From an optimization exercise on the open Yosys and OpenROAD flow, aimed at small area, a short achievable clock period and few clock cycles per item; shortcuts taken in it are not production practice. In this exercise RTL edits were held to simulation tests only and were not proved equivalent to the original.

Setup of v38:
Design md5_block_engine, start of the top module:
module md5_block_engine (
  input  logic         clk_i,
  input  logic         rst_ni,
  input  logic         init_i,
  input  logic         msg_valid_i,
  output logic         msg_ready_o,
  input  logic [31:0]  msg_i,
  output logic         busy_o,
  output logic         hash_valid_o,
  output logic [127:0] hash_o
);
Size: ~6000 cells after synthesis, roughly 44000 µm² of cells after synthesis.
Settings: LEC_CHECK=0, ABC_AREA=1, CAP_MARGIN=20, CORE_MARGIN=2, CORE_UTILIZATION=55, CTS_CLUSTER_DIAMETER=120, CTS_CLUSTER_SIZE=24, SLEW_MARGIN=20, SYNTH_HIERARCHICAL=1; clock period 10.0 ns.
standard.sh (not shown) runs the stock make flow with config.mk's settings and CLKGATE_MAP_FILE= SYNTH_SCRIPT=/design/flow/synth_recipe.tcl, a recipe that flattens the netlist after the stock synthesis.
==> flow/flow/run.sh <==
#!/bin/bash
set -euo pipefail
bash standard.sh SETUP_SLACK_MARGIN=6 finish > standard_flow.log 2>&1
Testbench counts of v38, summed over its fixed seeds: cycles 34,880, blocks 512.
Modified inputs, v25 compared to v38
# v38
export LEC_CHECK = 0
export ABC_AREA = 1
export CAP_MARGIN = 20
export CORE_MARGIN = 2
export CORE_UTILIZATION = 55
export CTS_CLUSTER_DIAMETER = 120
export CTS_CLUSTER_SIZE = 24
export SLEW_MARGIN = 20
export SYNTH_HIERARCHICAL = 1
create_clock -name core_clock -period 10.0 [get_ports {clk_i}]
# v25
export LEC_CHECK = 0
export ABC_AREA = 1
export CAP_MARGIN = 20
export CORE_MARGIN = 2
export CORE_UTILIZATION = 55
export CTS_CLUSTER_DIAMETER = 120
export CTS_CLUSTER_SIZE = 24
export GPL_ROUTABILITY_DRIVEN = 0
export SLEW_MARGIN = 20
export SYNTH_HIERARCHICAL = 1
create_clock -name core_clock -period 10.0 [get_ports {clk_i}]
==> comparison <==
v25: no failed stages, no open violations at the end
Higher transition at the pin with the smallest max-transition slack among v25 and v38: v25
After detailed routing, v38 needs more wire than v25.
Relative to v38, met2 wire length has gone down in v25.
v25 vs v38: number of gates resized after cts down by a few percent
Depth of the worst register-to-register path grows by a few percent when moving from v38 to v25.
v25 vs v38: routed wire length on met3 down slightly
Delta (v25 minus v38): maximum frequency closely matched the old numbers; end-of-flow core utilization closely matched the old numbers.

* * *

== oak ==
Another version of the RTL of md5_block_engine (not shown whole).
For scale: roughly 6100 cells after synthesis, ~170 I/O pins, about 46000 µm² of cells after synthesis.
Settings: LEC_CHECK=0, ABC_AREA=1, CAP_MARGIN=20, CORE_MARGIN=2, CORE_UTILIZATION=55, CTS_CLUSTER_DIAMETER=120, CTS_CLUSTER_SIZE=24, SETUP_SLACK_MARGIN=5, SLEW_MARGIN=20, SYNTH_HIERARCHICAL=1; clock period 10.0 ns.
run.sh (not shown) runs the stock make flow with config.mk's settings and CLKGATE_MAP_FILE= SYNTH_SCRIPT=/design/flow/synth_recipe.tcl, a recipe that flattens the netlist after the stock synthesis.
Stock flow here: none of the scripts above is used.
oak did not stop at any stage, and its layout met the timing, design-rule and antenna checks.
Testbench counts of oak, summed over its fixed seeds: cycles 34,880, blocks 512.
diff inputs: oak => pine
Settings: clearing SETUP_SLACK_MARGIN, which used to be 5.
==> flow/flow/run.sh (new file) <==
#!/bin/bash
set -euo pipefail
bash standard.sh SETUP_SLACK_MARGIN=6 finish > standard_flow.log 2>&1
==> flow/standard.sh (new file) <==
#!/bin/bash
# synth_recipe.tcl (not shown) runs the flow's synth.tcl, then flattens the netlist and writes it again
# the make line also repeats each setting of config.mk as NAME=value (left out here)
make -C /OpenROAD-flow-scripts/flow DESIGN_CONFIG=/design/flow/config.mk WORK_HOME=/design/flow/orfs CLKGATE_MAP_FILE= SYNTH_SCRIPT=/design/flow/synth_recipe.tcl "${@:-finish}"
removed: flow/run.sh
Findings:
Per the comparison of pine with oak, via count now sits higher. Critical path depth is higher on pine. oak reports its start point of the critical path as b_q[16]$_DFFE_PP_ while pine reports b_q[7]$_DFFE_PP_. Taking oak as the reference, in pine minimum period implied by the final worst setup slack fell 340 ps; number of detailed-routing iterations run before antenna repair fell 2; area of the multi-input gates rose 1900 µm².

* * *

md5_block_engine, a different RTL version from the one above (not shown whole).
Size in the first run: about 170 I/O pins, roughly 44,000 sq um of cells after synthesis.
export LEC_CHECK = 0
export ABC_AREA = 1
export CAP_MARGIN = 20
export CORE_MARGIN = 2
export CORE_UTILIZATION = 55
export CTS_CLUSTER_DIAMETER = 120
export CTS_CLUSTER_SIZE = 24
export GPL_ROUTABILITY_DRIVEN = 0
export SLEW_MARGIN = 20
export SYNTH_HIERARCHICAL = 1
create_clock -name core_clock -period 10.0 [get_ports {clk_i}]
standard.sh (not shown) runs the stock make flow with config.mk's settings and CLKGATE_MAP_FILE= SYNTH_SCRIPT=/design/flow/synth_recipe.tcl, a recipe that flattens the netlist after the stock synthesis.
==> flow/flow/run.sh <==
#!/bin/bash
set -euo pipefail
bash standard.sh SETUP_SLACK_MARGIN=6 finish > standard_flow.log 2>&1
Testbench counts at the start, summed over its fixed seeds: cycles 34,880, blocks 512.
Next try:
--- a/flow/config.mk
+++ b/flow/config.mk
@@ -14 +13,0 @@
-export GPL_ROUTABILITY_DRIVEN = 0
The changed run finished with timing, DRC and antenna clean.
Final area is about the same.
Via count grows by 0.77%.
Register-to-register slack loses 0.05 ns.
Global-route usage grows by 1.2 points.
Worst setup slack loses 0.053 ns.
Clock skew grows by 0.0087 ns.
Count of clock-buffer cells in the layout grows by 3.
Wire length grows by about 3.6%.

[static timing again, ports no longer ideal]
Ports are ideal in the flow. The routed layouts listed here were re-timed in OpenROAD. Step 1 (the two cells are an assumption about what drives the block):
set clk [get_ports {clk_i}]
set_driving_cell -lib_cell sky130_fd_sc_hd__clkbuf_16 $clk
set_driving_cell -lib_cell sky130_fd_sc_hd__buf_2 [delete_from_list [all_inputs] $clk]
Step 2 adds t to the input delays and takes it off the output delays; t is the mean of the earliest and latest rising clock arrival at the registers after step 1. Input paths then give back, and output paths get back, about the clock's delay inside the block. Slacks: ideal ports / drivers / drivers and shift; pairs: ideal ports / drivers.
| run | shift t [ns] | setup WS [ns] | worst slew at a driven data input, ns |
|---|---|---|---|
| v38 | 0.716 | 6.002 / 5.930 / 5.908 | 0.08 |
| v25 | 0.718 | 6.009 / 5.941 / 5.673 | 0.08 |
| oak | 0.731 | 5.264 / 5.264 / 5.264 | 0.04 |
| pine | 0.726 | 5.601 / 5.601 / 5.493 | 0.04 |
| the first run of note 3 | 0.708 | 5.906 / 5.906 / 5.586 | 0.07 |
| the second run of note 3 | 0.724 | 5.852 / 5.852 / 5.661 | 0.08 |
After both steps setup and hold are still met in every run listed. The setup slack of v25, which loses most, moves by -0.068 ns with the drivers and by -0.336 ns with both steps.
